This design comes from an exercise in tuning for a short achievable clock period and few clock cycles on the open sky130 flow, not from production work.
Function was not checked in any run shown here: the RTL went through the layout flow alone.
Power and IR drop assume default switching activity.

==> flow/design.v <==
`default_nettype none
package afc_pkg;
    localparam int PHASE_BITS_DEF = 16;
    localparam int LEVEL_BITS_DEF = 8;
    localparam int IN_DATA_W  = 8;
    localparam int OUT_DATA_W = 16;
    localparam int CFG_IDX_W  = 3;
    localparam int CFG_DATA_W = 16;
    localparam int LED_W      = 8;
    localparam logic [1:0] MODE_STARTUP = 2'd0;
    localparam logic [1:0] MODE_READY   = 2'd1;
    localparam logic [1:0] MODE_ARMED   = 2'd2;
    localparam logic [1:0] MODE_FIRING  = 2'd3;
    localparam logic [2:0] MSG_NONE     = 3'd0;
    localparam logic [2:0] MSG_READY    = 3'd1;
    localparam logic [2:0] MSG_ARMED    = 3'd2;
    localparam logic [2:0] MSG_DISARMED = 3'd3;
    localparam logic [2:0] MSG_FIRING   = 3'd4;
    localparam logic [2:0] MSG_FIRED    = 3'd5;
    localparam logic [CFG_IDX_W-1:0] CFG_STARTUP_MS  = 3'd0;
    localparam logic [CFG_IDX_W-1:0] CFG_FIRING_MS   = 3'd1;
    localparam logic [CFG_IDX_W-1:0] CFG_DEBOUNCE_MS = 3'd2;
    localparam logic [CFG_IDX_W-1:0] CFG_BLINK_MS    = 3'd3;
    localparam logic [CFG_IDX_W-1:0] CFG_PHASE_STEP  = 3'd4;
    localparam logic [15:0] STARTUP_MS_RST  = 16'd1000;
    localparam logic [15:0] FIRING_MS_RST   = 16'd5000;
    localparam logic [15:0] DEBOUNCE_MS_RST = 16'd1000;
    localparam logic [9:0]  BLINK_MS_RST    = 10'd100;
    localparam logic [12:0] PHASE_STEP_RST  = 13'd5;
endpackage
`default_nettype wire
`default_nettype none
import afc_pkg::*;
module arm_fire_controller_core #(
    parameter int PHASE_BITS = afc_pkg::PHASE_BITS_DEF,
    parameter int LEVEL_BITS = afc_pkg::LEVEL_BITS_DEF
) (
    input  wire logic                            i_clk,
    input  wire logic                            i_rst_n,
    input  wire logic                            i_cfg_valid,
    output logic                                 o_cfg_ready,
    input  wire logic [afc_pkg::CFG_IDX_W-1:0]   i_cfg_index,
    input  wire logic [afc_pkg::CFG_DATA_W-1:0]  i_cfg_data,
    input  wire logic                            i_s_tvalid,
    output logic                                 o_s_tready,
    input  wire logic [afc_pkg::IN_DATA_W-1:0]   i_s_tdata,
    output logic                                 o_m_tvalid,
    input  wire logic                            i_m_tready,
    output logic [afc_pkg::OUT_DATA_W-1:0]       o_m_tdata,
    output logic                                 o_m_tlast
);
    localparam int FD  = 32;             
    localparam int FAW = 5;              
    localparam int CAP = 24;             
    assign o_cfg_ready = 1'b1;
    logic        r_rst;                  
    logic        r_rdy;
    logic        r_in_v;
    logic [1:0]  r_in_d;
    logic        r_cfg_v;
    logic [2:0]  r_cfg_idx;
    logic [15:0] r_cfg_d;
    always_ff @(posedge i_clk) begin
        r_rst     <= !i_rst_n;
        r_in_v    <= i_s_tvalid && r_rdy && i_rst_n;
        r_in_d    <= i_s_tdata[1:0];
        r_cfg_v   <= i_cfg_valid && i_rst_n;
        r_cfg_idx <= i_cfg_index;
        r_cfg_d   <= i_cfg_data;
    end
    assign o_s_tready = r_rdy;
    logic [15:0] r_st_m1, r_fi_m1, r_deb;
    logic        r_st_z, r_fi_z, r_deb_max;
    logic [9:0]  r_bl_m1;
    logic        r_bl_z;
    logic [12:0] r_step;
    always_ff @(posedge i_clk) begin
        if (r_rst) begin
            r_st_m1   <= STARTUP_MS_RST - 16'd1;
            r_st_z    <= 1'b0;
            r_fi_m1   <= FIRING_MS_RST - 16'd1;
            r_fi_z    <= 1'b0;
            r_deb     <= DEBOUNCE_MS_RST;
            r_deb_max <= 1'b0;
            r_bl_m1   <= BLINK_MS_RST - 10'd1;
            r_bl_z    <= 1'b0;
            r_step    <= PHASE_STEP_RST;
        end else if (r_cfg_v) begin
            case (r_cfg_idx)
                CFG_STARTUP_MS: begin
                    r_st_m1 <= r_cfg_d - 16'd1;
                    r_st_z  <= r_cfg_d == 16'd0;
                end
                CFG_FIRING_MS: begin
                    r_fi_m1 <= r_cfg_d - 16'd1;
                    r_fi_z  <= r_cfg_d == 16'd0;
                end
                CFG_DEBOUNCE_MS: begin
                    r_deb     <= r_cfg_d;
                    r_deb_max <= r_cfg_d == 16'hFFFF;
                end
                CFG_BLINK_MS: begin
                    r_bl_m1 <= r_cfg_d[9:0] - 10'd1;
                    r_bl_z  <= r_cfg_d[9:0] == 10'd0;
                end
                CFG_PHASE_STEP: r_step <= r_cfg_d[12:0];
                default: ;
            endcase
        end
    end
    logic [1:0]  r_mode, n_mode;
    logic [15:0] r_pt, n_pt;
    logic [9:0]  r_bt, n_bt;
    logic [15:0] r_since, n_since;
    logic [15:0] r_phase, n_phase;
    logic        r_blink, n_blink;
    logic [2:0]  n_msg0, n_msg1;
    logic        n_two;
    logic        sw, press;
    logic [15:0] since_inc, pt_inc;
    logic [9:0]  bt_inc;
    logic        trig, fire_go, startup_done, firing_done, blink_done;
    assign sw    = r_in_d[0];
    assign press = r_in_d[1];
    assign since_inc    = (r_since == 16'hFFFF) ? r_since : r_since + 16'd1;
    assign pt_inc       = (r_pt == 16'hFFFF) ? r_pt : r_pt + 16'd1;
    assign bt_inc       = (r_bt == 10'h3FF) ? r_bt : r_bt + 10'd1;
    assign trig         = press && (r_since >= r_deb) && !r_deb_max;
    assign fire_go      = trig && (r_mode == MODE_ARMED);
    assign startup_done = r_st_z || (r_pt >= r_st_m1);
    assign firing_done  = r_fi_z || (r_pt >= r_fi_m1);
    assign blink_done   = r_bl_z || (r_bt >= r_bl_m1);
    assign n_since      = trig ? 16'd0 : since_inc;
    always_comb begin
        n_mode  = r_mode;
        n_pt    = r_pt;
        n_bt    = r_bt;
        n_blink = r_blink;
        n_phase = r_phase;
        n_msg0  = MSG_NONE;
        n_msg1  = MSG_NONE;
        n_two   = 1'b0;
        if (fire_go) begin
            n_mode  = MODE_FIRING;
            n_pt    = 16'd0;
            n_bt    = 10'd0;
            n_blink = 1'b1;
            n_msg0  = MSG_FIRING;
        end else begin
            case (r_mode)
                MODE_STARTUP: begin
                    if (startup_done) begin
                        n_mode = MODE_READY;
                        n_pt   = 16'd0;
                        n_msg0 = MSG_READY;
                    end else begin
                        n_pt   = pt_inc;
                    end
                end
                MODE_READY: begin
                    if (!sw) begin
                        n_mode  = MODE_ARMED;
                        n_phase = 16'd0;
                        n_msg0  = MSG_ARMED;
                    end
                end
                MODE_ARMED: begin
                    if (!sw) begin
                        n_phase = r_phase + {3'd0, r_step};
                    end else begin
                        n_mode = MODE_READY;
                        n_msg0 = MSG_DISARMED;
                        n_msg1 = MSG_READY;
                        n_two  = 1'b1;
                    end
                end
                default: begin  
                    if (firing_done) begin
                        n_mode  = MODE_ARMED;
                        n_pt    = 16'd0;
                        n_bt    = 10'd0;
                        n_blink = 1'b0;
                        n_phase = 16'd0;
                        n_msg0  = MSG_FIRED;
                        if (!sw) begin
                            n_msg1 = MSG_ARMED;
                            n_two  = 1'b1;
                        end
                    end else begin
                        n_pt    = pt_inc;
                        n_bt    = blink_done ? 10'd0 : bt_inc;
                        n_blink = blink_done ? !r_blink : r_blink;
                    end
                end
            endcase
        end
    end
    always_ff @(posedge i_clk) begin
        if (r_rst) begin
            r_mode  <= MODE_STARTUP;
            r_pt    <= 16'd0;
            r_bt    <= 10'd0;
            r_since <= 16'd0;
            r_phase <= 16'd0;
            r_blink <= 1'b0;
        end else if (r_in_v) begin
            r_mode  <= n_mode;
            r_pt    <= n_pt;
            r_bt    <= n_bt;
            r_since <= n_since;
            r_phase <= n_phase;
            r_blink <= n_blink;
        end
    end
    localparam int NP = 7;               
    logic [NP-1:0] r_pv;
    logic [1:0]    r_pmode  [NP];
    logic          r_pblink [NP];
    logic [2:0]    r_pmsg0  [NP];
    logic [2:0]    r_pmsg1  [NP];
    logic          r_ptwo   [NP];
    always_ff @(posedge i_clk) begin
        if (r_rst) r_pv <= '0;
        else       r_pv <= {r_pv[NP-2:0], r_in_v};
    end
    always_ff @(posedge i_clk) begin
        r_pmode[0]  <= n_mode;
        r_pblink[0] <= n_blink;
        r_pmsg0[0]  <= n_msg0;
        r_pmsg1[0]  <= n_msg1;
        r_ptwo[0]   <= n_two;
        for (int k = 1; k < NP; k++) begin
            r_pmode[k]  <= r_pmode[k-1];
            r_pblink[k] <= r_pblink[k-1];
            r_pmsg0[k]  <= r_pmsg0[k-1];
            r_pmsg1[k]  <= r_pmsg1[k-1];
            r_ptwo[k]   <= r_ptwo[k-1];
        end
    end
    function automatic logic [15:0] sine_tab(input logic [3:0] idx);
        logic [15:0] v;
        case (idx)
            4'd0:    v = 16'd0;
            4'd1:    v = 16'd3212;
            4'd2:    v = 16'd6393;
            4'd3:    v = 16'd9512;
            4'd4:    v = 16'd12540;
            4'd5:    v = 16'd15447;
            4'd6:    v = 16'd18205;
            4'd7:    v = 16'd20788;
            4'd8:    v = 16'd23170;
            4'd9:    v = 16'd25330;
            4'd10:   v = 16'd27246;
            4'd11:   v = 16'd28899;
            4'd12:   v = 16'd30274;
            4'd13:   v = 16'd31357;
            4'd14:   v = 16'd32138;
            default: v = 16'd32610;
        endcase
        sine_tab = v;
    endfunction
    function automatic logic [11:0] sine_dif(input logic [3:0] idx);
        logic [11:0] v;
        case (idx)
            4'd0:    v = 12'd3212;
            4'd1:    v = 12'd3181;
            4'd2:    v = 12'd3119;
            4'd3:    v = 12'd3028;
            4'd4:    v = 12'd2907;
            4'd5:    v = 12'd2758;
            4'd6:    v = 12'd2583;
            4'd7:    v = 12'd2382;
            4'd8:    v = 12'd2160;
            4'd9:    v = 12'd1916;
            4'd10:   v = 12'd1653;
            4'd11:   v = 12'd1375;
            4'd12:   v = 12'd1083;
            4'd13:   v = 12'd781;
            4'd14:   v = 12'd472;
            default: v = 12'd158;
        endcase
        sine_dif = v;
    endfunction
    logic [15:0] p1_p;
    logic [14:0] r_p1_x;
    logic        r_p1_q1;
    assign p1_p = r_phase + 16'd16384;
    always_ff @(posedge i_clk) begin
        r_p1_x  <= p1_p[14] ? (15'd16384 - {1'b0, p1_p[13:0]}) : {1'b0, p1_p[13:0]};
        r_p1_q1 <= p1_p[15];
    end
    logic [15:0] r_p2_lo;
    logic [11:0] r_p2_dif;
    logic [9:0]  r_p2_f;
    logic        r_p2_top, r_p2_q1;
    always_ff @(posedge i_clk) begin
        r_p2_lo  <= sine_tab(r_p1_x[13:10]);
        r_p2_dif <= sine_dif(r_p1_x[13:10]);
        r_p2_f   <= r_p1_x[9:0];
        r_p2_top <= r_p1_x[14];
        r_p2_q1  <= r_p1_q1;
    end
    logic [16:0] r_p3_a, r_p3_b;
    logic [15:0] r_p3_lo;
    logic        r_p3_top, r_p3_q1;
    always_ff @(posedge i_clk) begin
        r_p3_a   <= r_p2_dif * r_p2_f[4:0];
        r_p3_b   <= r_p2_dif * r_p2_f[9:5];
        r_p3_lo  <= r_p2_lo;
        r_p3_top <= r_p2_top;
        r_p3_q1  <= r_p2_q1;
    end
    logic [21:0] p4_prod;
    logic [15:0] r_p4_s;
    logic        r_p4_q1;
    assign p4_prod = {5'd0, r_p3_a} + {r_p3_b, 5'd0};
    always_ff @(posedge i_clk) begin
        r_p4_s  <= r_p3_top ? 16'd32768 : r_p3_lo + p4_prod[21:10];
        r_p4_q1 <= r_p3_q1;
    end
    logic [16:0] r_p5_num;
    always_ff @(posedge i_clk) begin
        r_p5_num <= r_p4_q1 ? (17'd32768 + {1'b0, r_p4_s}) : (17'd32768 - {1'b0, r_p4_s});
    end
    logic [25:0] p6_scaled;
    logic [7:0]  r_p6_pulse;
    assign p6_scaled = {1'b0, r_p5_num, 8'd0} - {9'd0, r_p5_num} + 26'd32768;
    always_ff @(posedge i_clk) begin
        r_p6_pulse <= p6_scaled[23:16];
    end
    logic [7:0] p_lvl;
    always_comb begin
        case (r_pmode[NP-1])
            MODE_FIRING: p_lvl = r_pblink[NP-1] ? 8'hFF : 8'h00;
            MODE_ARMED:  p_lvl = r_p6_pulse;
            default:     p_lvl = 8'h00;
        endcase
    end
    logic [16:0]    r_mem [FD];          
    logic [FAW:0]   r_wp, r_rp;
    logic           fifo_ne;
    always_ff @(posedge i_clk) begin
        if (r_pv[NP-1])
            r_mem[r_wp[FAW-1:0]] <= {r_ptwo[NP-1], r_pmsg1[NP-1], r_pmsg0[NP-1], p_lvl, r_pmode[NP-1]};
    end
    always_ff @(posedge i_clk) begin
        if (r_rst)            r_wp <= '0;
        else if (r_pv[NP-1])  r_wp <= r_wp + 1'b1;
    end
    assign fifo_ne = r_wp != r_rp;
    logic        r_o_valid, r_o_last;
    logic [1:0]  r_o_mode;
    logic [7:0]  r_o_level;
    logic [2:0]  r_o_msg, r_o_msg2;
    logic [16:0] head;
    logic        take, pop;
    assign head = r_mem[r_rp[FAW-1:0]];
    assign take = r_o_valid && i_m_tready;
    assign pop  = fifo_ne && (!r_o_valid || (take && r_o_last));
    always_ff @(posedge i_clk) begin
        if (r_rst)    r_rp <= '0;
        else if (pop) r_rp <= r_rp + 1'b1;
    end
    always_ff @(posedge i_clk) begin
        if (!i_rst_n || r_rst)
            r_o_valid <= 1'b0;
        else if (pop)
            r_o_valid <= 1'b1;
        else if (take && r_o_last)
            r_o_valid <= 1'b0;
    end
    always_ff @(posedge i_clk) begin
        if (pop) begin
            r_o_mode  <= head[1:0];
            r_o_level <= head[9:2];
            r_o_msg   <= head[12:10];
            r_o_msg2  <= head[15:13];
            r_o_last  <= !head[16];
        end else if (take && !r_o_last) begin
            r_o_msg  <= r_o_msg2;
            r_o_last <= 1'b1;
        end
    end
    assign o_m_tvalid = r_o_valid;
    assign o_m_tlast  = r_o_last;
    assign o_m_tdata  = {2'b00, r_o_msg, r_o_level, 1'b1, r_o_mode};
    logic       r_pop_d;
    logic [5:0] r_cnt;
    logic [5:0] cnt_all;
    assign cnt_all = r_cnt + {5'd0, r_in_v} + {5'd0, r_rdy} - {5'd0, r_pop_d};
    always_ff @(posedge i_clk) begin
        if (r_rst) begin
            r_pop_d <= 1'b0;
            r_cnt   <= '0;
            r_rdy   <= 1'b1;
        end else begin
            r_pop_d <= pop;
            r_cnt   <= r_cnt + {5'd0, r_in_v} - {5'd0, r_pop_d};
            r_rdy   <= cnt_all < 6'(CAP);
        end
    end
endmodule
`default_nettype wire
==> flow/run.sh <==
#!/bin/bash
# synth_recipe.tcl (not shown) runs the flow's synth.tcl, then flattens the netlist and writes it again
# the make line also repeats each setting of config.mk as NAME=value (left out here)
make -C /OpenROAD-flow-scripts/flow DESIGN_CONFIG=/design/flow/config.mk WORK_HOME=/design/flow/orfs CLKGATE_MAP_FILE= SYNTH_SCRIPT=/design/flow/synth_recipe.tcl finish
==> flow/config.mk <==
export PLATFORM = sky130hd
export DESIGN_NAME = arm_fire_controller_core
export DESIGN_NICKNAME = arm_fire_controller_core
export VERILOG_FILES = /design/flow/design.v
export SDC_FILE = /design/flow/constraint.sdc
export NUM_CORES = 4
export LEC_CHECK = 0
export CAP_MARGIN = 20
export CORE_MARGIN = 2
export CORE_UTILIZATION = 40
export SLEW_MARGIN = 20
==> flow/constraint.sdc <==
create_clock -name core_clock -period 15.0 [get_ports {i_clk}]
set_input_delay 3.0000 -clock core_clock [delete_from_list [all_inputs] [get_ports {i_clk}]]
set_output_delay 3.0000 -clock core_clock [all_outputs]
set_load 0.01 [all_outputs]
==> summary.md, run 1 <==
| Metric | Value |
|---|---|
| Arrival time worst endpoint | `about 1.7 ns` |
| Crit path capture type | `output pin` |
| EDFF count, synth | `~530` |
| Sw power | `roughly 1.3 mW` |
| Seq pwr share | `0.487` |
| Routed WL | `~85 mm` |
| TNS Setup | `0 ns` |
| # setup viols final | `0` |
| Final design utilization | `0.459` |
| Main combinational cell family by area after synthesis | `simple AND/OR/NAND/NOR gates` |
| Critical path's largest stage delay | `a little under 0.6 ns` |
| Hold-fix buffers at CTS | `0` |
| Clock sink total | `~900` |
| Synth area leaders | `edfxtp_1 39%, dfxtp_1 20%, mux4_2 8.9%` |
| Total GRT Usage | `0.168` |
| CTS resizes | `0` |
| Largest net degree at the start of global routing | `~70` |
| CTS Buf Count | `95` |
| Total number of yosys warnings | `6` |
| I/O Buffers | `41` |
| Final HPWL DP | `~54 mm` |
| Leakage | `between 15 and 20 nW` |
| GR Overflow Total | `0` |
| Site row count | `116` |
| Area growth syn-to-layout | `13.5%` |
| Post-Synth Simple-Gate Area | `0.0959` |
| Multiplexer area fraction after synthesis | `0.0950` |
| Met1 global-route usage | `0.233` |
| Gr busiest metal | `met2` |
| Vias in the first global route | `~24000` |
| Pwr Density | `roughly 120 nW/µm²` |
| H-tree levels | `3` |
| ANT cells | `0` |
| Clock latency at the later pin of the worst-skew pair | `0.67 ns` |
| Combinational power share | `0.080` |
| Final worst path period share | `0.315` |
| Cell family with most CP delay | `buffers and inverters` |
| Die W | `~320 µm` |
| Worst hold path type | `flip-flop to flip-flop` |
| Die Ht | `roughly 320 µm` |
| #FFs+latches synth | `approximately 930` |
| Slew margin rel. | `0.293` |
| Post-synthesis sequential area ratio | `0.588` |
| Hold Vio Cnt, Final | `0` |
| IO Count | `between 50 and 60` |
| Layout cells sized above 1 | `0.143` |
| Fin cells | `about 4500` |
| DR DRC count | `0` |
| Peak supply drop | `0.0943 mV` |
| Status | `complete, no violations` |
| Hold_ws | `roughly 0.30 ns` |
| Fmax | `212 MHz` |
| Antenna-violating nets left | `0` |
| Critical-path top delay cell | `clkdlybuf4s50_1` |
| Via-per-instance ratio | `5.13` |
| Clock transition at path regs | `0.06 ns` |
| Clock power frac | `0.433` |
| Crit Path Max Fanout | `1` |
| P_int | `between 4 and 5 mW` |
| Final Critical Period | `4.72 ns` |
| DRT iter0 DRCs | `1828` |
| XOR/XNOR share of the synthesized area | `0.0315` |
| Routed WL per cell | `18.7 µm` |
| Syn Area/Cell | `13.3 µm²` |
| Worst Skew | `0.0423 ns` |
| Crit start category | `flip-flop` |
| Max Slew Vio Count | `0` |
| Synth cell count leaders | `528 x edfxtp_1, 399 x dfxtp_1, 224 x nand2_1` |
| Dominant cell type by area after synthesis | `edfxtp_1` |
| Initial antenna violation count | `0` |
| Post-Syn Instances | `between 3000 and 4000` |
| First-pass GRT wire length | `~140 mm` |
| Synth top area share | `0.391` |
| Post-DP Area | `42700 µm²` |
| Placed Cells | `approximately 4400` |
| Met2 Usage GRT | `0.278` |
| Synthesized area | `40600 µm²` |
| Met3 usage | `0.0220` |
| Die footprint | `104000 µm²` |
| CP bufs+invs | `1` |
| TritonCTS clock tree | `done` |
| Core Area | `100000 µm²` |
| Adder and majority gate portion of the synthesized area | `0.0909` |
| Starting Density | `0.404` |
| Critical Path RT | `approximately 12 ns` |
| Post-synth ARST share | `0` |
| Final net count | `~3400` |
| Sw frac | `0.223` |
| Slew @ Worst Pin | `between 1 and 1.5 ns` |
| Synth Area in Compound Gates | `0.0673` |
| GP Congestion | `just under 0.8` |
| Top FF cell, synth | `edfxtp_1` |
| Critical setup path kind | `flip-flop to output pin` |
| Drt pass-1 iters | `5` |
| Cell-by-cell trace of the critical path | `clkdlybuf4s50_1` |
| Via count | `23339` |
| Unrepaired setup endpoints after global routing | `no` |
| Root Buffer | `clkbuf_16` |
| Netlist cell types | `84` |
| Clk buf depth | `3` |
| Most frequent cell after synthesis | `edfxtp_1` |
| Final cell area excluding filler cells | `about 46000 µm²` |
| Setup Buffers After CTS | `0` |
| Max_cap viols | `0` |
## cells by family (layout without fill, tap and decap cells)
kind of cell,count (synthesis),count (layout)
compound gates,412,412
xor+xnor,146,146
fa+ha+maj,258,258
buf+inv,326,475
flops,927,927
mux,183,183
other cells,2,4
simple gates,787,787
## sequential cells by signal, summed over array words and instances, names as in the netlist, 17 cells and up, named ones only
| name | flops |
|---|---|
| r_p3_b | 17 |
| r_mem | 512 |
| r_pmsg0 | 21 |
| r_p5_num | 17 |
## placed cells by master, fill, tap and decap left out, types with 11 or more instances in the layout
master and count:
nor4_1 14, o21a_1 13, buf_4 55, clkbuf_16 99
o21ai_0 64, a211oi_1 38, nand2b_1 29, nor3_1 43
nor2b_1 23, ha_1 197, nand4_1 26, and2_1 90
dfxtp_1 392, mux2_2 15, and3_1 18, nor3_2 12
nor2_1 174, a21oi_1 131, edfxtp_1 528, bufinv_16 11
o211ai_1 35, nand3_1 56, a31oi_1 14, clkdlybuf4s50_1 41
mux4_2 160, nand2_1 224, xnor2_1 78, inv_1 200
xor2_1 68, fa_1 61, a21o_1 23, or3_1 25
clkbuf_1 13, clkinv_2 24
## worst paths after layout
kind / startpoint / to / slack, ns / cells past startpoint
worst max-delay path: r_o_msg[1] / o_m_tdata[12] / 10.28 / 1
worst min-delay path: r_pmsg0[1][2] / r_pmsg0[2][2] / 0.30 / 0
worst max register to register: r_p2_f[9] / r_p3_b[16] / 10.64 / 14
worst min register to register: r_pmsg0[1][2] / r_pmsg0[2][2] / 0.30 / 0
## routing by layer
metal / part of all wire / wire (µm) / up-vias
met5: 0 / 0 / -
met4: 0.023 / 1940 / 0
met3: 0.041 / 3520 / 120
met2: 0.48 / 40700 / 478
met1: 0.46 / 39100 / 11525
li1: - / - / 11216
## worst register-to-register path: cells and delay by family (launching register included)
kind                       cells  cell delay (ns)
adders and majority gates      4             1.95
AOI/OAI and AO/OA              6             1.27
DFF                            1             0.56
and+or+nand+nor                2             0.34
xor gates and xnor gates       1             0.13
buffers and inverters          1             0.05
## through the flow
stage	power, mW	setup slack, ns
after floorplan	3.15	10.67
after global placement	3.27	9.78
after detailed placement	3.27	9.76
after CTS	5.73	10.27
after global routing	5.87	10.25
final	5.65	10.28
## cell type report
cell class	instances	area [µm²]
well taps	1357	1700
fillers	8941	54300
multi-input cells	1790	15600
repair buffers	96	823
inverters	201	754
flip-flops and latches	927	23900
clock buffers	118	2600
clock inverters	60	719
## power groups by stage
| stage | combinational (mW) | clock [mW] | sequential, mW |
|---|---|---|---|
| final | 0.454 | 2.45 | 2.75 |
| after global routing | 0.495 | 2.61 | 2.76 |
| after CTS | 0.466 | 2.51 | 2.76 |
| after detailed placement | 0.463 | 0 | 2.81 |
| after global placement | 0.461 | 0 | 2.81 |
| after floorplan | 0.379 | 0 | 2.77 |
==> run 2: changes to the inputs <==
==> flow/flow/run.sh (new file) <==
#!/bin/bash
set -euo pipefail
MARGIN=${MARGIN:-11.2}
bash standard.sh SETUP_SLACK_MARGIN=$MARGIN finish > make_finish.log 2>&1
==> flow/standard.sh (new file) <==
#!/bin/bash
# synth_recipe.tcl (not shown) runs the flow's synth.tcl, then flattens the netlist and writes it again
# the make line also repeats each setting of config.mk as NAME=value (left out here)
make -C /OpenROAD-flow-scripts/flow DESIGN_CONFIG=/design/flow/config.mk WORK_HOME=/design/flow/orfs CLKGATE_MAP_FILE= SYNTH_SCRIPT=/design/flow/synth_recipe.tcl "${@:-finish}"
removed: flow/run.sh
==> summary.md, run 2 <==
| Metric | Value |
|---|---|
| Die footprint | `104000 µm² (unchanged)` |
| Cell family with most CP delay | `flip-flops` |
| Seq pwr share | `0.490 (+0.003)` |
| Via-per-instance ratio | `5.13 (about the same)` |
| Post-Syn Instances | `3041 (unchanged)` |
| Most frequent cells in the layout | `528 x edfxtp_1, 374 x dfxtp_1, 220 x nand2_1, 195 x inv_1, 181 x ha_1` |
| Max_cap viols | `0 (unchanged)` |
| Critical-path top delay cell | `edfxtp_1` |
| Layout cells sized above 1 | `0.183 (+0.0393)` |
| Fmax | `230 MHz (+8.8%)` |
| Pwr Density | `120 nW/µm² (-2.3%)` |
| Arrival time worst endpoint | `1.34 ns (-0.38 ns)` |
| Routed WL | `85.9 mm (+0.90%)` |
| Via count | `23521 (+0.78%)` |
| Crit start category | `flip-flop` |
| Fillcell total | `8851 (-1.0%)` |
| First-pass GRT wire length | `135 mm (-0.63%)` |
| Final Critical Period | `4.34 ns (-0.381 ns)` |
| Clock transition at path regs | `0.06 ns (about the same)` |
| Vias in the first global route | `23637 (+0.085%)` |
| Clock latency at the later pin of the worst-skew pair | `0.66 ns (about the same)` |
| WHS Endpoint | `r_p3_lo[10]` |
| Die W | `322 µm (unchanged)` |
| Hold-fix buffers at CTS | `0 (unchanged)` |
| Area growth syn-to-layout | `15.2%` |
| Syn Area/Cell | `13.3 µm² (unchanged)` |
| Netlist cell types | `84 (unchanged)` |
| DRT iter0 DRCs | `1517 (-17%)` |
| Core Area | `100000 µm² (unchanged)` |
| TNS Setup | `0 ns (unchanged)` |
| Critical setup path kind | `flip-flop to output pin` |
| Reg2reg end | `r_p3_a[16]` |
| ANT cells | `0 (unchanged)` |
| Critical Path RT | `12.00 ns (about the same)` |
| Cell-by-cell trace of the critical path | `buf_2` |
| Final HPWL DP | `54.2 mm (+0.41%)` |
| Total number of yosys warnings | `6 (unchanged)` |
| Reg2reg start | `r_p2_f[4]` |
| Metal3 WL | `3.51 mm (-0.37%)` |
| P_int | `4.34 mW (-1.1%)` |
| Critical path's largest stage delay | `0.49 ns (-0.10 ns)` |
| Synth area leaders | `edfxtp_1 39%, dfxtp_1 20%, mux4_2 8.9%` |
| Site row count | `116 (unchanged)` |
| Max reg flops | `512 (unchanged)` |
| Synth cell count leaders | `528 x edfxtp_1, 399 x dfxtp_1, 224 x nand2_1` |
| I/O Buffers | `41 (unchanged)` |
| Sw frac | `0.225 (+0.00195)` |
| Hold Vio Cnt, Final | `0 (unchanged)` |
| Sw power | `1.26 mW (about the same)` |
| Worst Skew | `0.0292 ns (-0.0131 ns)` |
| Drt pass-1 iters | `5 (unchanged)` |
| Clk buf depth | `3 (unchanged)` |
| Hold path start | `r_p2_lo[10]` |
| Synthesized area | `40600 µm² (unchanged)` |
| Final worst path period share | `0.290 (-0.0254)` |
| Combinational power share | `0.084 (+0.004)` |
| Initial antenna violation count | `1 (+1)` |
| Multi-input gate area | `16000 µm² (+3.0%)` |
| Status | `complete, no violations` |
| Met2 wire length | `41.2 mm (+1.4%)` |
| Root Buffer | `clkbuf_16` |
| R2r worst-path depth | `13 (-1)` |
| # setup viols final | `0 (unchanged)` |
| Top layer in use | `met4` |
| Worst hold path type | `flip-flop to flip-flop` |
| CTS Buf Count | `95 (unchanged)` |
| Most common cell after layout, fill and taps aside | `edfxtp_1` |
| Clock sink total | `927 (unchanged)` |
| Post-synth ARST share | `0 (unchanged)` |
| TritonCTS clock tree | `done` |
| Leakage | `17.0 nW (+1.0%)` |
| Total GRT Usage | `0.168 (-0.000620)` |
| Routed WL per cell | `18.7 µm (+0.11%)` |
| Synth top area share | `0.391 (unchanged)` |
| Dominant cell type by area after synthesis | `edfxtp_1` |
| Antenna-violating nets left | `0 (unchanged)` |
| IO Count | `52 (unchanged)` |
| Reg area | `23900 µm² (+0.24%)` |
| Hold path depth | `0 (unchanged)` |
| GR Overflow Total | `0 (unchanged)` |
| Hold_ws | `0.301 ns (+0.00323 ns)` |
| Post-synthesis sequential area ratio | `0.588 (unchanged)` |
| FF-to-FF setup slack | `11.05 ns (+0.41 ns)` |
| Largest net degree at the start of global routing | `67 (-5.6%)` |
| Peak supply drop | `0.0895 mV (-5.1%)` |
| Final net count | `3443 (+1.2%)` |
| #FFs+latches synth | `927 (unchanged)` |
| CP bufs+invs | `1 (unchanged)` |
| Unrepaired setup endpoints after global routing | `yes` |
| Slew @ Worst Pin | `1.09 ns (+0.0285 ns)` |
| Crit path capture type | `output pin` |
| Die Ht | `322 µm (unchanged)` |
| H-tree levels | `3 (unchanged)` |
| Max Slew Vio Count | `0 (unchanged)` |
| Crit Path Max Fanout | `1 (unchanged)` |
| Starting Density | `0.404 (unchanged)` |
| DR DRC count | `0 (unchanged)` |
| Clock power frac | `0.425 (-0.008)` |
| EDFF count, synth | `528 (unchanged)` |
| Top FF cell, synth | `edfxtp_1` |
| WL met1 | `39.1 mm (about the same)` |
| Crit path depth | `1 (unchanged)` |
| Slew margin rel. | `0.274 (-0.0190)` |
| GP Congestion | `0.768 (-1.9%)` |
| Most frequent cell after synthesis | `edfxtp_1` |
-- run 2: area by class of cell --
| type | count | area share |
|---|---|---|
| Clock buffer | 126 | 0.0567 |
| Clock inverter | 46 | 0.0121 |
| Inverter | 201 | 0.0162 |
| Multi-Input combinational cell | 1791 | 0.343 |
| Sequential cell | 927 | 0.512 |
| Tap cell | 1357 | 0.0364 |
| Timing Repair Buffer | 137 | 0.0234 |
-- run 2: logic make-up (layout without fill, tap and decap cells) --
logic type,after synthesis,after routing,share of synthesized area
buffers and inverters,326,510,0.0313
AND/OR/NAND/NOR,787,787,0.0959
AO/OA/AOI/OAI,412,413,0.0673
flip-flops,927,927,0.588
multiplexers,183,183,0.0950
XOR/XNOR,146,146,0.0315
other,2,4,0.000185
adder cells (fa/ha/maj),258,258,0.0909
-- run 2: worst max-delay path by stage --
stage,startpoint,end,slack [ns]
3_3_place_gp,i_m_tready,r_rp[5],9.78
6_report,r_o_msg[0],o_m_tdata[11],10.66
3_5_place_dp,i_m_tready,r_rp[5],9.79
2_1_floorplan,r_p2_f[2],r_p3_a[16],11.12
5_1_grt,r_o_msg[0],o_m_tdata[11],10.62
4_1_cts,r_o_last,o_m_tlast,10.60
-- run 2: metal layers --
layer,global-route usage,vias to the layer above
met3,0.0234,120
met4,0.0485,0
met1,0.227,11656
li1,-,11302
met2,0.281,443
met5,0,-
-- run 2: metrics by stage --
stage               utilization  power, mW  instances  cell area (µm²)  worst slack, ns
global placement          0.426       3.28       4370            42800             9.78
detailed placement        0.426       3.28       4370            42800             9.79
floorplan                     -       3.15       3043            40700            11.12
finish                    0.466       5.61       4585            46700            10.66
CTS                       0.463       5.68       4574            46400            10.60
global route              0.466       5.81       4585            46700            10.62
-- run 2: power groups by stage --
stage,Sequential (mW),Combinational [mW],Clock (mW)
after floorplan,2.77,0.383,0
after global placement,2.81,0.467,0
after detailed placement,2.81,0.470,0
after CTS,2.75,0.478,2.44
after global routing,2.76,0.511,2.54
final,2.75,0.472,2.39
-- run 2: timing repair --
action                     4_1_cts  5_1_grt
setup endpoints to repair       61       31
pin swaps                       43       62
buffers inserted                31       11
resized for setup              142       45
gates cloned                     1        0
==> run 3: changes to the inputs <==
--- a/flow/design.v
+++ b/flow/design.v
@@ -51,5 +51,5 @@
 );
-    localparam int FD  = 32;             
-    localparam int FAW = 5;              
-    localparam int CAP = 24;             
+    localparam int FAW = 4;              
+    localparam int FD  = 1 << FAW;       
+    localparam int CAP = FD;             
     assign o_cfg_ready = 1'b1;
@@ -214,46 +214,30 @@
     end
-    localparam int NP = 7;               
-    logic [NP-1:0] r_pv;
-    logic [1:0]    r_pmode  [NP];
-    logic          r_pblink [NP];
-    logic [2:0]    r_pmsg0  [NP];
-    logic [2:0]    r_pmsg1  [NP];
-    logic          r_ptwo   [NP];
-    always_ff @(posedge i_clk) begin
-        if (r_rst) r_pv <= '0;
-        else       r_pv <= {r_pv[NP-2:0], r_in_v};
-    end
-    always_ff @(posedge i_clk) begin
-        r_pmode[0]  <= n_mode;
-        r_pblink[0] <= n_blink;
-        r_pmsg0[0]  <= n_msg0;
-        r_pmsg1[0]  <= n_msg1;
-        r_ptwo[0]   <= n_two;
-        for (int k = 1; k < NP; k++) begin
-            r_pmode[k]  <= r_pmode[k-1];
-            r_pblink[k] <= r_pblink[k-1];
-            r_pmsg0[k]  <= r_pmsg0[k-1];
-            r_pmsg1[k]  <= r_pmsg1[k-1];
-            r_ptwo[k]   <= r_ptwo[k-1];
-        end
+    logic       r_s1_v;
+    logic [2:0] r_s1_msg0;
+    logic       r_s1_two;
+    always_ff @(posedge i_clk) begin
+        if (r_rst) r_s1_v <= 1'b0;
+        else       r_s1_v <= r_in_v;
+        r_s1_msg0 <= n_msg0;
+        r_s1_two  <= n_two;
     end
-    function automatic logic [15:0] sine_tab(input logic [3:0] idx);
-        logic [15:0] v;
+    function automatic logic [14:0] sine_tab(input logic [3:0] idx);
+        logic [14:0] v;
         case (idx)
-            4'd0:    v = 16'd0;
-            4'd1:    v = 16'd3212;
-            4'd2:    v = 16'd6393;
-            4'd3:    v = 16'd9512;
-            4'd4:    v = 16'd12540;
-            4'd5:    v = 16'd15447;
-            4'd6:    v = 16'd18205;
-            4'd7:    v = 16'd20788;
-            4'd8:    v = 16'd23170;
-            4'd9:    v = 16'd25330;
-            4'd10:   v = 16'd27246;
-            4'd11:   v = 16'd28899;
-            4'd12:   v = 16'd30274;
-            4'd13:   v = 16'd31357;
-            4'd14:   v = 16'd32138;
-            default: v = 16'd32610;
+            4'd0:    v = 15'd0;
+            4'd1:    v = 15'd3212;
+            4'd2:    v = 15'd6393;
+            4'd3:    v = 15'd9512;
+            4'd4:    v = 15'd12540;
+            4'd5:    v = 15'd15447;
+            4'd6:    v = 15'd18205;
+            4'd7:    v = 15'd20788;
+            4'd8:    v = 15'd23170;
+            4'd9:    v = 15'd25330;
+            4'd10:   v = 15'd27246;
+            4'd11:   v = 15'd28899;
+            4'd12:   v = 15'd30274;
+            4'd13:   v = 15'd31357;
+            4'd14:   v = 15'd32138;
+            default: v = 15'd32610;
         endcase
@@ -284,100 +268,120 @@
     logic [15:0] p1_p;
-    logic [14:0] r_p1_x;
-    logic        r_p1_q1;
+    logic [14:0] p1_x;
+    logic        r_p1_v, r_p1_two, r_p1_arm, r_p1_on, r_p1_top, r_p1_q1;
+    logic [1:0]  r_p1_mode;
+    logic [2:0]  r_p1_msg0;
+    logic [14:0] r_p1_lo;
+    logic [11:0] r_p1_dif;
+    logic [9:0]  r_p1_f;
     assign p1_p = r_phase + 16'd16384;
+    assign p1_x = p1_p[14] ? (15'd16384 - {1'b0, p1_p[13:0]}) : {1'b0, p1_p[13:0]};
     always_ff @(posedge i_clk) begin
-        r_p1_x  <= p1_p[14] ? (15'd16384 - {1'b0, p1_p[13:0]}) : {1'b0, p1_p[13:0]};
-        r_p1_q1 <= p1_p[15];
-    end
-    logic [15:0] r_p2_lo;
-    logic [11:0] r_p2_dif;
-    logic [9:0]  r_p2_f;
-    logic        r_p2_top, r_p2_q1;
-    always_ff @(posedge i_clk) begin
-        r_p2_lo  <= sine_tab(r_p1_x[13:10]);
-        r_p2_dif <= sine_dif(r_p1_x[13:10]);
-        r_p2_f   <= r_p1_x[9:0];
-        r_p2_top <= r_p1_x[14];
-        r_p2_q1  <= r_p1_q1;
-    end
-    logic [16:0] r_p3_a, r_p3_b;
-    logic [15:0] r_p3_lo;
-    logic        r_p3_top, r_p3_q1;
-    always_ff @(posedge i_clk) begin
-        r_p3_a   <= r_p2_dif * r_p2_f[4:0];
-        r_p3_b   <= r_p2_dif * r_p2_f[9:5];
-        r_p3_lo  <= r_p2_lo;
-        r_p3_top <= r_p2_top;
-        r_p3_q1  <= r_p2_q1;
-    end
-    logic [21:0] p4_prod;
-    logic [15:0] r_p4_s;
-    logic        r_p4_q1;
-    assign p4_prod = {5'd0, r_p3_a} + {r_p3_b, 5'd0};
-    always_ff @(posedge i_clk) begin
-        r_p4_s  <= r_p3_top ? 16'd32768 : r_p3_lo + p4_prod[21:10];
-        r_p4_q1 <= r_p3_q1;
-    end
-    logic [16:0] r_p5_num;
-    always_ff @(posedge i_clk) begin
-        r_p5_num <= r_p4_q1 ? (17'd32768 + {1'b0, r_p4_s}) : (17'd32768 - {1'b0, r_p4_s});
-    end
-    logic [25:0] p6_scaled;
-    logic [7:0]  r_p6_pulse;
-    assign p6_scaled = {1'b0, r_p5_num, 8'd0} - {9'd0, r_p5_num} + 26'd32768;
-    always_ff @(posedge i_clk) begin
-        r_p6_pulse <= p6_scaled[23:16];
-    end
-    logic [7:0] p_lvl;
-    always_comb begin
-        case (r_pmode[NP-1])
-            MODE_FIRING: p_lvl = r_pblink[NP-1] ? 8'hFF : 8'h00;
-            MODE_ARMED:  p_lvl = r_p6_pulse;
-            default:     p_lvl = 8'h00;
-        endcase
-    end
-    logic [16:0]    r_mem [FD];          
-    logic [FAW:0]   r_wp, r_rp;
-    logic           fifo_ne;
+        if (r_rst) r_p1_v <= 1'b0;
+        else       r_p1_v <= r_s1_v;
+        r_p1_mode <= r_mode;
+        r_p1_msg0 <= r_s1_msg0;
+        r_p1_two  <= r_s1_two;
+        r_p1_arm  <= r_mode == MODE_ARMED;
+        r_p1_on   <= (r_mode == MODE_FIRING) && r_blink;
+        r_p1_lo   <= sine_tab(p1_x[13:10]);
+        r_p1_dif  <= sine_dif(p1_x[13:10]);
+        r_p1_f    <= p1_x[9:0];
+        r_p1_top  <= p1_x[14];
+        r_p1_q1   <= p1_p[15];
+    end
+    logic [21:0] p2_prod;
+    logic        r_p2_v, r_p2_two, r_p2_arm, r_p2_on, r_p2_top, r_p2_q1;
+    logic [1:0]  r_p2_mode;
+    logic [2:0]  r_p2_msg0;
+    logic [14:0] r_p2_lo;
+    logic [11:0] r_p2_ip;
+    assign p2_prod = r_p1_dif * r_p1_f;
+    always_ff @(posedge i_clk) begin
+        if (r_rst) r_p2_v <= 1'b0;
+        else       r_p2_v <= r_p1_v;
+        r_p2_mode <= r_p1_mode;
+        r_p2_msg0 <= r_p1_msg0;
+        r_p2_two  <= r_p1_two;
+        r_p2_arm  <= r_p1_arm;
+        r_p2_on   <= r_p1_on;
+        r_p2_lo   <= r_p1_lo;
+        r_p2_ip   <= p2_prod[21:10];
+        r_p2_top  <= r_p1_top;
+        r_p2_q1   <= r_p1_q1;
+    end
+    logic [15:0] p3_s;
+    logic [7:0]  p3_a, p3_b, p3_pulse, p3_lvl;
+    logic        p3_lt, p3_nz;
+    logic        r_p3_v, r_p3_two;
+    logic [1:0]  r_p3_mode;
+    logic [2:0]  r_p3_msg0;
+    logic [7:0]  r_p3_lvl;
+    assign p3_s     = r_p2_top ? 16'd32768 : {1'b0, r_p2_lo} + {4'd0, r_p2_ip};
+    assign p3_a     = p3_s[15:8];
+    assign p3_b     = p3_s[7:0];
+    assign p3_lt    = (p3_b < p3_a) || ((p3_b == p3_a) && (p3_b != 8'd0));
+    assign p3_nz    = p3_s != 16'd0;
+    assign p3_pulse = r_p2_q1 ? (8'd128 + p3_a - {7'd0, p3_lt})
+                              : (8'd128 - p3_a + {7'd0, p3_lt} - {7'd0, p3_nz});
+    assign p3_lvl   = r_p2_arm ? p3_pulse : {8{r_p2_on}};
+    always_ff @(posedge i_clk) begin
+        if (r_rst) r_p3_v <= 1'b0;
+        else       r_p3_v <= r_p2_v;
+        r_p3_mode <= r_p2_mode;
+        r_p3_msg0 <= r_p2_msg0;
+        r_p3_two  <= r_p2_two;
+        r_p3_lvl  <= p3_lvl;
+    end
+    logic [13:0]  r_mem [FD];
+    logic [FAW:0] r_wp, r_rp;
     always_ff @(posedge i_clk) begin
-        if (r_pv[NP-1])
-            r_mem[r_wp[FAW-1:0]] <= {r_ptwo[NP-1], r_pmsg1[NP-1], r_pmsg0[NP-1], p_lvl, r_pmode[NP-1]};
+        if (r_p3_v)
+            r_mem[r_wp[FAW-1:0]] <= {r_p3_two, r_p3_msg0, r_p3_lvl, r_p3_mode};
     end
     always_ff @(posedge i_clk) begin
-        if (r_rst)            r_wp <= '0;
-        else if (r_pv[NP-1])  r_wp <= r_wp + 1'b1;
+        if (r_rst)        r_wp <= '0;
+        else if (r_p3_v)  r_wp <= r_wp + 1'b1;
     end
-    assign fifo_ne = r_wp != r_rp;
-    logic        r_o_valid, r_o_last;
+    logic        r_o_valid, r_o_last, r_sub;
     logic [1:0]  r_o_mode;
     logic [7:0]  r_o_level;
-    logic [2:0]  r_o_msg, r_o_msg2;
-    logic [16:0] head;
-    logic        take, pop;
-    assign head = r_mem[r_rp[FAW-1:0]];
-    assign take = r_o_valid && i_m_tready;
-    assign pop  = fifo_ne && (!r_o_valid || (take && r_o_last));
-    always_ff @(posedge i_clk) begin
-        if (r_rst)    r_rp <= '0;
-        else if (pop) r_rp <= r_rp + 1'b1;
-    end
+    logic [2:0]  r_o_msg;
+    logic [FAW:0] rp1;
+    logic [13:0]  e0, e1;
+    logic         ne0, ne1;
+    logic         a_v, a_last, b_v, b_last, b_sub, b_pop;
+    logic [12:0]  a_w, b_w;
+    logic         adv, pop;
+    function automatic logic [2:0] second_msg(input logic [2:0] m0);
+        second_msg = (m0 == MSG_DISARMED) ? MSG_READY : MSG_ARMED;
+    endfunction
+    assign rp1 = r_rp + 1'b1;
+    assign e0  = r_mem[r_rp[FAW-1:0]];
+    assign e1  = r_mem[rp1[FAW-1:0]];
+    assign ne0 = r_wp != r_rp;
+    assign ne1 = ne0 && (r_wp != rp1);
+    assign a_v    = ne0;
+    assign a_w    = {r_sub ? second_msg(e0[12:10]) : e0[12:10], e0[9:0]};
+    assign a_last = r_sub || !e0[13];
+    assign b_pop  = r_sub || !e0[13];
+    assign b_sub  = !b_pop;
+    assign b_v    = b_pop ? ne1 : 1'b1;
+    assign b_w    = b_pop ? e1[12:0] : {second_msg(e0[12:10]), e0[9:0]};
+    assign b_last = b_pop ? !e1[13] : 1'b1;
+    assign adv = r_o_valid && i_m_tready;
+    assign pop = adv && b_pop;
     always_ff @(posedge i_clk) begin
-        if (!i_rst_n || r_rst)
-            r_o_valid <= 1'b0;
-        else if (pop)
-            r_o_valid <= 1'b1;
-        else if (take && r_o_last)
+        if (!i_rst_n || r_rst) begin
             r_o_valid <= 1'b0;
+            r_sub     <= 1'b0;
+            r_rp      <= '0;
+        end else begin
+            r_o_valid <= adv ? b_v : a_v;
+            r_sub     <= adv ? b_sub : r_sub;
+            r_rp      <= pop ? rp1 : r_rp;
+        end
     end
     always_ff @(posedge i_clk) begin
-        if (pop) begin
-            r_o_mode  <= head[1:0];
-            r_o_level <= head[9:2];
-            r_o_msg   <= head[12:10];
-            r_o_msg2  <= head[15:13];
-            r_o_last  <= !head[16];
-        end else if (take && !r_o_last) begin
-            r_o_msg  <= r_o_msg2;
-            r_o_last <= 1'b1;
-        end
+        r_o_last                       <= adv ? b_last : a_last;
+        {r_o_msg, r_o_level, r_o_mode} <= adv ? b_w : a_w;
     end
==> summary.md, run 3 <==
| Metric | Value |
|---|---|
| Clock sink total | `528 (-43%)` |
| Slew @ Worst Pin | `1.15 ns (+0.0621 ns)` |
| Crit path capture type | `flip-flop` |
| DRT iter0 DRCs | `1485 (-2.1%)` |
| Worst Skew | `0.0274 ns (-0.00178 ns)` |
| Crit start category | `flip-flop` |
| Peak supply drop | `0.0871 mV (-2.7%)` |
| Final worst path period share | `0.323 (+0.0335)` |
| Root Buffer | `clkbuf_16` |
| GP Congestion | `0.845 (+9.9%)` |
| Slew margin rel. | `0.234 (-0.0404)` |
| Routed WL | `68.7 mm (-20%)` |
| FF-to-FF setup slack | `10.15 ns (-0.90 ns)` |
| Via-per-instance ratio | `5.45 (+6.1%)` |
| First-pass GRT wire length | `110 mm (-18%)` |
| TritonCTS clock tree | `done` |
| Netlist cell types | `86 (+2.4%)` |
| Max_cap viols | `0 (unchanged)` |
| Final Critical Period | `4.85 ns (+0.503 ns)` |
| Hold_ws | `0.319 ns (+0.0186 ns)` |
| Die W | `272 µm (-16%)` |
| I/O Buffers | `41 (unchanged)` |
| Total number of yosys warnings | `1 (-5)` |
| Max reg flops | `224 (-56%)` |
| Syn Area/Cell | `11.3 µm² (-16%)` |
| Crit Path Max Fanout | `4 (+3)` |
| Fmax | `206 MHz (-10%)` |
| Post-Syn Instances | `2543 (-16%)` |
| Die Ht | `272 µm (-16%)` |
| Hold-fix buffers at CTS | `0 (unchanged)` |
| Post-synth ARST share | `0 (unchanged)` |
| CTS Buf Count | `56 (-41%)` |
| Total GRT Usage | `0.186 (+0.0185)` |
| Site row count | `98 (-16%)` |
| Most common cell after layout, fill and taps aside | `dfxtp_1` |
| EDFF count, synth | `224 (-58%)` |
| Most frequent cell after synthesis | `dfxtp_1` |
| Final worst setup slack | `10.15 ns (-0.503 ns)` |
| Final design utilization | `0.465 (-0.000602)` |
| Routed WL per cell | `19.1 µm (+2.1%)` |
| H-tree levels | `2 (-1)` |
| Antenna-violating nets left | `0 (unchanged)` |
| # setup viols final | `0 (unchanged)` |
| Critical Path RT | `15.46 ns (+3.46 ns)` |
| Core Area | `71200 µm² (-29%)` |
| Initial antenna violation count | `0 (-1)` |
| Place WS | `9.69 ns (-0.0937 ns)` |
| Dominant cell type by area after synthesis | `edfxtp_1` |
| Synthesized area | `28700 µm² (-29%)` |
| Synth top area share | `0.235 (-0.156)` |
| Top FF cell, synth | `dfxtp_1` |
| DR DRC count | `0 (unchanged)` |
| Clock latency at the later pin of the worst-skew pair | `0.61 ns (-0.05 ns)` |
| Post-synthesis sequential area ratio | `0.447 (-0.141)` |
| Fin cells | `3590 (-22%)` |
| Vias in the first global route | `20175 (-15%)` |
| Layout cells sized above 1 | `0.194 (+0.0108)` |
| #FFs+latches synth | `528 (-43%)` |
| GR Overflow Total | `0 (unchanged)` |
| Arrival time worst endpoint | `5.31 ns (+3.97 ns)` |
| Clock transition at path regs | `0.06 ns (about the same)` |
| IO Count | `52 (unchanged)` |
| Hold Vio Cnt, Final | `0 (unchanged)` |
| Starting Density | `0.402 (-0.00220)` |
| Die footprint | `73800 µm² (-29%)` |
| Drt pass-1 iters | `5 (unchanged)` |
| Synth cell count leaders | `304 x dfxtp_1, 239 x nand2_1, 224 x edfxtp_1` |
| Leakage | `13.1 nW (-23%)` |
| Synth area leaders | `edfxtp_1 23%, dfxtp_1 21%, mux4_2 11%` |
| Area growth syn-to-layout | `15.6%` |
| TNS Setup | `0 ns (unchanged)` |
| Largest net degree at the start of global routing | `61 (-9.0%)` |
| Max Slew Vio Count | `0 (unchanged)` |
| Placed Cells | `3424 (-22%)` |
| Critical setup path kind | `flip-flop to flip-flop` |
| Via count | `19549 (-17%)` |
| Clk buf depth | `3 (unchanged)` |
| Most frequent cells in the layout | `265 x dfxtp_1, 228 x nand2_1, 224 x edfxtp_1, 202 x inv_1, 182 x ha_1` |
| Final HPWL DP | `45.3 mm (-17%)` |
| Unrepaired setup endpoints after global routing | `yes` |
| ANT cells | `0 (unchanged)` |
| Final net count | `2905 (-16%)` |
| Status | `complete, no violations` |
| Worst hold path type | `flip-flop to flip-flop` |
| Pwr Density | `90.9 nW/µm² (-24%)` |
## run 3: layer usage
metal | up-vias | wire (µm) | GRT usage | share of wire
met5 | - | 0 | 0 | 0
met4 | 0 | 1470 | 0.0500 | 0.021
met3 | 105 | 3510 | 0.0255 | 0.051
met2 | 579 | 33300 | 0.316 | 0.49
met1 | 9662 | 30400 | 0.250 | 0.44
li1 | 9203 | - | - | -
## run 3: path summary, 6_finish.rpt
path	startpoint	endpoint	cells after the start
setup / recovery	r_p1_f[9]	r_p2_ip[11]	19
setup reg to reg	r_p1_f[9]	r_p2_ip[11]	19
hold reg to reg	r_p1_lo[11]	r_p2_lo[11]	0
hold / removal	r_p1_lo[11]	r_p2_lo[11]	0
## run 3: layout make-up
cell class                 count  area, µm²
sequential                   528      12900
fill                        6348      38100
clock inverter                27        377
tap                          950       1190
inverter                     215        807
timing repair buffer         115       1040
clock buffer                  77       1570
multi-input combinational   1678      15200
## run 3: where the power goes
| part | leakage (nW) | switching (mW) | internal [mW] | total [mW] |
|---|---|---|---|---|
| registers | 4.65 | 0.0142 | 1.49 | 1.51 |
| logic | 7.51 | 0.0316 | 0.0237 | 0.0552 |
| clock network | 0.942 | 0.578 | 0.873 | 1.45 |
## run 3: logic make-up (layout without fill, tap and decap cells)
kind of cell / Yosys count / count (layout) / share of synthesized area
adder cells (fa/ha/maj): 279 / 279 / 0.143
XOR/XNOR: 98 / 98 / 0.0300
buffers and inverters: 339 / 434 / 0.0465
other: 2 / 4 / 0.000262
multiplexers: 163 / 163 / 0.118
AO/OA/AOI/OAI: 389 / 389 / 0.0877
flip-flops: 528 / 528 / 0.447
AND/OR/NAND/NOR: 745 / 745 / 0.128
## run 3: stage by stage
step | power (mW) | cell area, µm²
2_1_floorplan | 1.57 | 29000
3_3_place_gp | 1.59 | 30100
3_5_place_dp | 1.59 | 30100
4_1_cts | 3.05 | 32900
5_1_grt | 3.11 | 33100
6_report | 3.01 | 33100
## run 3: repair_timing
item / 4_1_cts / 5_1_grt
endpoints found under the setup margin: 62 / 49
buffers inserted: 55 / 7
pin swaps: 59 / 45
gates resized for setup: 204 / 37
## run 3: worst max-delay path, cell delays in order, from the launching register on
cell     delay (ns)
dfxtp_4        0.36
and2_4         0.16
fa_1           0.55
inv_2          0.05
fa_1           0.53
inv_1          0.05
fa_1           0.45
fa_1           0.49
inv_1          0.05
fa_1           0.48
inv_2          0.04
ha_4           0.23
a21oi_4        0.12
nand2_2        0.09
nor2_4         0.13
a31oi_4        0.13
a41oi_4        0.26
o21ai_2        0.11
o41ai_2        0.27
xnor2_1        0.15
==> run 4: changes to the inputs <==
--- a/flow/design.v
+++ b/flow/design.v
@@ -291,3 +291,2 @@
     end
-    logic [21:0] p2_prod;
     logic        r_p2_v, r_p2_two, r_p2_arm, r_p2_on, r_p2_top, r_p2_q1;
@@ -296,4 +295,3 @@
     logic [14:0] r_p2_lo;
-    logic [11:0] r_p2_ip;
-    assign p2_prod = r_p1_dif * r_p1_f;
+    logic [16:0] r_p2_m0, r_p2_m1;
     always_ff @(posedge i_clk) begin
@@ -307,3 +305,4 @@
         r_p2_lo   <= r_p1_lo;
-        r_p2_ip   <= p2_prod[21:10];
+        r_p2_m0   <= r_p1_dif * r_p1_f[4:0];
+        r_p2_m1   <= r_p1_dif * r_p1_f[9:5];
         r_p2_top  <= r_p1_top;
@@ -311,17 +310,8 @@
     end
-    logic [15:0] p3_s;
-    logic [7:0]  p3_a, p3_b, p3_pulse, p3_lvl;
-    logic        p3_lt, p3_nz;
-    logic        r_p3_v, r_p3_two;
+    logic [25:0] p3_sum;
+    logic [15:0] r_p3_s;
+    logic        r_p3_v, r_p3_two, r_p3_arm, r_p3_on, r_p3_q1;
     logic [1:0]  r_p3_mode;
     logic [2:0]  r_p3_msg0;
-    logic [7:0]  r_p3_lvl;
-    assign p3_s     = r_p2_top ? 16'd32768 : {1'b0, r_p2_lo} + {4'd0, r_p2_ip};
-    assign p3_a     = p3_s[15:8];
-    assign p3_b     = p3_s[7:0];
-    assign p3_lt    = (p3_b < p3_a) || ((p3_b == p3_a) && (p3_b != 8'd0));
-    assign p3_nz    = p3_s != 16'd0;
-    assign p3_pulse = r_p2_q1 ? (8'd128 + p3_a - {7'd0, p3_lt})
-                              : (8'd128 - p3_a + {7'd0, p3_lt} - {7'd0, p3_nz});
-    assign p3_lvl   = r_p2_arm ? p3_pulse : {8{r_p2_on}};
+    assign p3_sum = {1'b0, r_p2_lo, 10'd0} + {9'd0, r_p2_m0} + {4'd0, r_p2_m1, 5'd0};
     always_ff @(posedge i_clk) begin
@@ -332,4 +322,16 @@
         r_p3_two  <= r_p2_two;
-        r_p3_lvl  <= p3_lvl;
-    end
+        r_p3_arm  <= r_p2_arm;
+        r_p3_on   <= r_p2_on;
+        r_p3_s    <= r_p2_top ? 16'd32768 : p3_sum[25:10];
+        r_p3_q1   <= r_p2_q1;
+    end
+    logic [7:0]  p4_a, p4_b, p4_pulse, p4_lvl;
+    logic        p4_lt, p4_nz;
+    assign p4_a     = r_p3_s[15:8];
+    assign p4_b     = r_p3_s[7:0];
+    assign p4_lt    = (p4_b < p4_a) || ((p4_b == p4_a) && (p4_b != 8'd0));
+    assign p4_nz    = r_p3_s != 16'd0;
+    assign p4_pulse = r_p3_q1 ? (8'd128 + p4_a - {7'd0, p4_lt})
+                              : (8'd128 - p4_a + {7'd0, p4_lt} - {7'd0, p4_nz});
+    assign p4_lvl   = r_p3_arm ? p4_pulse : {8{r_p3_on}};
     logic [13:0]  r_mem [FD];
@@ -338,3 +340,3 @@
         if (r_p3_v)
-            r_mem[r_wp[FAW-1:0]] <= {r_p3_two, r_p3_msg0, r_p3_lvl, r_p3_mode};
+            r_mem[r_wp[FAW-1:0]] <= {r_p3_two, r_p3_msg0, p4_lvl, r_p3_mode};
     end
@@ -370,18 +372,26 @@
     assign b_last = b_pop ? !e1[13] : 1'b1;
+    logic        t_v, n_v, t_last, n_last, t_pop;
+    logic [12:0] t_w, n_w;
+    assign t_v    = !r_rst && (r_o_valid ? b_v : a_v);
+    assign n_v    = !r_rst && a_v;
+    assign t_w    = r_o_valid ? b_w : a_w;
+    assign n_w    = a_w;
+    assign t_last = r_o_valid ? b_last : a_last;
+    assign n_last = a_last;
+    assign t_pop  = r_o_valid && b_pop;
     assign adv = r_o_valid && i_m_tready;
-    assign pop = adv && b_pop;
+    assign pop = i_m_tready && t_pop;
     always_ff @(posedge i_clk) begin
-        if (!i_rst_n || r_rst) begin
-            r_o_valid <= 1'b0;
-            r_sub     <= 1'b0;
-            r_rp      <= '0;
-        end else begin
-            r_o_valid <= adv ? b_v : a_v;
-            r_sub     <= adv ? b_sub : r_sub;
-            r_rp      <= pop ? rp1 : r_rp;
-        end
+        r_o_valid                      <= i_rst_n && (i_m_tready ? t_v : n_v);
+        r_o_last                       <= i_m_tready ? t_last : n_last;
+        {r_o_msg, r_o_level, r_o_mode} <= i_m_tready ? t_w : n_w;
     end
     always_ff @(posedge i_clk) begin
-        r_o_last                       <= adv ? b_last : a_last;
-        {r_o_msg, r_o_level, r_o_mode} <= adv ? b_w : a_w;
+        if (r_rst) begin
+            r_sub <= 1'b0;
+            r_rp  <= '0;
+        end else begin
+            r_sub <= r_sub ^ (adv && (b_sub ^ r_sub));
+            r_rp  <= r_rp + {{FAW{1'b0}}, pop};
+        end
     end
==> flow/flow/run.sh (replaced) <==
#!/bin/bash
set -euo pipefail
MARGIN=${MARGIN:-11.1}
bash standard.sh SETUP_SLACK_MARGIN=$MARGIN finish > make_finish.log 2>&1
--- a/flow/config.mk
+++ b/flow/config.mk
@@ -10,2 +10,4 @@
 export CORE_UTILIZATION = 40
+export CTS_CLUSTER_DIAMETER = 80
+export CTS_CLUSTER_SIZE = 30
 export SLEW_MARGIN = 20
==> summary.md, run 4 <==
| Metric | Value |
|---|---|
| Core Area | `71900 µm² (+0.86%)` |
| Vias in the first global route | `19404 (-3.8%)` |
| Critical setup path kind | `flip-flop to output pin` |
| Post-synthesis sequential area ratio | `0.456 (+0.00892)` |
| CP bufs+invs | `1 (-3)` |
| Drt pass-1 iters | `5 (unchanged)` |
| Crit start category | `flip-flop` |
| Final HPWL DP | `44.2 mm (-2.3%)` |
| Critical path startpoint | `r_o_valid` |
| Synth area leaders | `edfxtp_1 23%, dfxtp_1 23%, mux4_2 11%` |
| Status | `complete, no violations` |
| Final worst path period share | `0.277 (-0.0465)` |
| Hold_ws | `0.332 ns (+0.0123 ns)` |
| Root Buffer | `clkbuf_16` |
| Post-DP Area | `30700 µm² (+1.8%)` |
| Crit path capture type | `output pin` |
| Cell family with most CP delay | `flip-flops` |
| Final Critical Period | `4.15 ns (-0.697 ns)` |
| Metal3 WL | `3.41 mm (-2.9%)` |
| Critical Path RT | `12.00 ns (-3.46 ns)` |
| WL met1 | `29.6 mm (-2.6%)` |
| Top layer in use | `met4` |
| First-pass GRT wire length | `105 mm (-4.5%)` |
| Peak supply drop | `0.0685 mV (-21%)` |
| TritonCTS clock tree | `done` |
| Place WS | `9.74 ns (+0.0505 ns)` |
| Netlist cell types | `80 (-7.0%)` |
| Pwr Density | `80.0 nW/µm² (-12%)` |
| GR Overflow Total | `0 (unchanged)` |
| Max reg flops | `224 (unchanged)` |
| I/O Buffers | `41 (unchanged)` |
| GP Congestion | `0.840 (-0.51%)` |
| Post-synth ARST share | `0 (unchanged)` |
| Critical path's largest stage delay | `0.40 ns (-0.15 ns)` |
| Routed WL per cell | `18.7 µm (-2.3%)` |
| Multi-input gate area | `15300 µm² (+0.41%)` |
| Max_cap viols | `0 (unchanged)` |
| Final net count | `2892 (-0.45%)` |
| Hold-fix buffers at CTS | `0 (unchanged)` |
| H-tree levels | `1 (-1)` |
| Clock latency at the later pin of the worst-skew pair | `0.66 ns (+0.05 ns)` |
| Layout cells sized above 1 | `0.170 (-0.0240)` |
| Top FF cell, synth | `dfxtp_1` |
| CTS Buf Count | `30 (-46%)` |
| Fmax | `241 MHz (+17%)` |
| Hold Vio Cnt, Final | `0 (unchanged)` |
| Arrival time worst endpoint | `1.15 ns (-4.16 ns)` |
| Clock sink total | `552 (+4.5%)` |
| Worst hold path type | `flip-flop to flip-flop` |
| Leakage | `12.5 nW (-4.6%)` |
| Via count | `19448 (-0.52%)` |
| Syn Area/Cell | `11.4 µm² (+1.5%)` |
| Most common cell after layout, fill and taps aside | `dfxtp_1` |
| Area growth syn-to-layout | `12.3%` |
| Post-Syn Instances | `2549 (+0.24%)` |
| Initial antenna violation count | `0 (unchanged)` |
| Die footprint | `75000 µm² (+1.7%)` |
| Clk buf depth | `3 (unchanged)` |
| Final cell area excluding filler cells | `32700 µm² (-1.3%)` |
| Reg2reg start | `r_p3_s[9]` |
| Final design utilization | `0.455 (-0.00975)` |
| ANT cells | `0 (unchanged)` |
| Final worst setup slack | `10.85 ns (+0.697 ns)` |
| TNS Setup | `0 ns (unchanged)` |
| Most frequent cells in the layout | `300 x dfxtp_1, 224 x edfxtp_1, 189 x nor2_1, 189 x ha_1, 185 x nand2_1` |
| DRT iter0 DRCs | `1412 (-4.9%)` |
| Crit Path Max Fanout | `2 (-2)` |
| Slew margin rel. | `0.291 (+0.0571)` |
| Starting Density | `0.406 (+0.00343)` |
| Die Ht | `274 µm (+0.84%)` |
| EDFF count, synth | `224 (unchanged)` |
| DR DRC count | `0 (unchanged)` |
| Total GRT Usage | `0.176 (-0.0102)` |
| Reg area | `13400 µm² (+3.6%)` |
| Antenna-violating nets left | `0 (unchanged)` |
| Unrepaired setup endpoints after global routing | `yes` |
| Site row count | `98 (unchanged)` |
| Slew @ Worst Pin | `1.06 ns (-0.0909 ns)` |
| Dominant cell type by area after synthesis | `edfxtp_1` |
| Critical-path top delay cell | `dfxtp_4` |
| Cell-by-cell trace of the critical path | `buf_6` |
| #FFs+latches synth | `552 (+4.5%)` |
| Synth cell count leaders | `328 x dfxtp_1, 224 x edfxtp_1, 208 x ha_1` |
| Hold path start | `r_p2_msg0[0]` |
| Total number of yosys warnings | `1 (unchanged)` |
| Via-per-instance ratio | `5.47 (+0.41%)` |
| # setup viols final | `0 (unchanged)` |
| IO Count | `52 (unchanged)` |
| Most frequent cell after synthesis | `dfxtp_1` |
| Met2 wire length | `32.1 mm (-3.7%)` |
| Die W | `274 µm (+0.84%)` |
| Largest net degree at the start of global routing | `61 (unchanged)` |
| Worst Skew | `0.0724 ns (+0.0450 ns)` |
| Synth top area share | `0.231 (-0.00397)` |
| Routed WL | `66.5 mm (-3.2%)` |
| Clock transition at path regs | `0.10 ns (+0.04 ns)` |
| Synthesized area | `29100 µm² (+1.7%)` |
| Max Slew Vio Count | `0 (unchanged)` |
| Fillcell total | `6526 (+2.8%)` |
==> run 4: layout make-up <==
cell class                      count  area share
Multi-Input combinational cell   1695       0.467
Inverter                          191      0.0220
Timing Repair Buffer              113      0.0307
Clock inverter                     21      0.0104
Clock buffer                       35      0.0242
Tap cell                          950      0.0363
Sequential cell                   552       0.409
==> run 4: routing by layer <==
metal | vias up | GRT usage
met4 | 0 | 0.0453
met3 | 89 | 0.0212
met5 | - | 0
met1 | 9647 | 0.236
li1 | 9205 | -
met2 | 507 | 0.301
==> run 4: what timing repair did <==
item / in CTS / in global routing
gates resized for setup: 179 / 40
hold endpoints to repair: 0 / 0
pin swaps: 40 / 50
buffers inserted: 32 / 11
cloned: 1 / 1
endpoints found under the setup margin: 121 / 139
==> run 4: power by group <==
| group | leakage, nW | switching (mW) | internal, mW |
|---|---|---|---|
| clock | 0.538 | 0.572 | 0.423 |
| combinational | 7.19 | 0.0327 | 0.0246 |
| sequential | 4.78 | 0.0133 | 1.55 |
==> run 4: worst paths after layout <==
path | cells after the start | slack (ns) | end
hold / removal | 0 | 0.33 | r_p3_msg0[0]
setup / recovery | 1 | 10.85 | o_m_tvalid
setup reg to reg | 23 | 10.87 | r_mem[9][9]
hold reg to reg | 0 | 0.33 | r_p3_msg0[0]
==> run 4: metrics by stage <==
| stage | total power, mW | cells |
|---|---|---|
| after CTS | 2.65 | 3544 |
| after floorplan | 1.64 | 2551 |
| after global placement | 1.66 | 3455 |
| after detailed placement | 1.66 | 3455 |
| after global routing | 2.71 | 3557 |
| final | 2.62 | 3557 |
==> run 4: cells by family after synthesis <==
group,after synthesis,share of synthesized area
DFF,552,0.456
and+or+nand+nor,728,0.122
other,2,0.000258
buffers and inverters,305,0.0407
xor gates and xnor gates,116,0.0354
adders and majority gates,277,0.137
muxes,160,0.115
AOI/OAI and AO/OA,409,0.0935

separate check: timing with driven ports:
The flow's constraints put no driver on any port. The routed layouts listed below were extracted and timed again, unchanged, in two steps. Step 1, drivers: a clkbuf_16 drives i_clk and a buf_2 each remaining input, both assumed. Step 2 times the ports against the registers' clock, not the clock port: input delays grow and output delays shrink by t, the midpoint of the rising clock arrivals with the driver on. Slacks: no drivers / after step 1 / after step 2; pairs: no drivers / after step 1.
run | t, ns | slack for setup (ns) | hold WS [ns] | worst setup path after step 2 | worst data-port slew with drivers (ns)
run 1 | 0.720 | 10.276 / 10.209 / 9.755 | 0.297 / 0.297 / 0.297 | input to register | 0.06
run 2 | 0.716 | 10.657 / 10.588 / 10.618 | 0.301 / 0.301 / 0.301 | input to register | 0.06
run 3 | 0.665 | 10.154 / 10.154 / 10.154 | 0.319 / 0.319 / 0.319 | register to register | 0.04
run 4 | 0.688 | 10.851 / 10.785 / 10.642 | 0.332 / 0.332 / 0.332 | input to register | 0.03
After both steps every run listed still meets setup and hold. For run 1, which loses most, drivers alone change the setup slack by -0.067 ns; drivers and shift together by -0.521 ns.
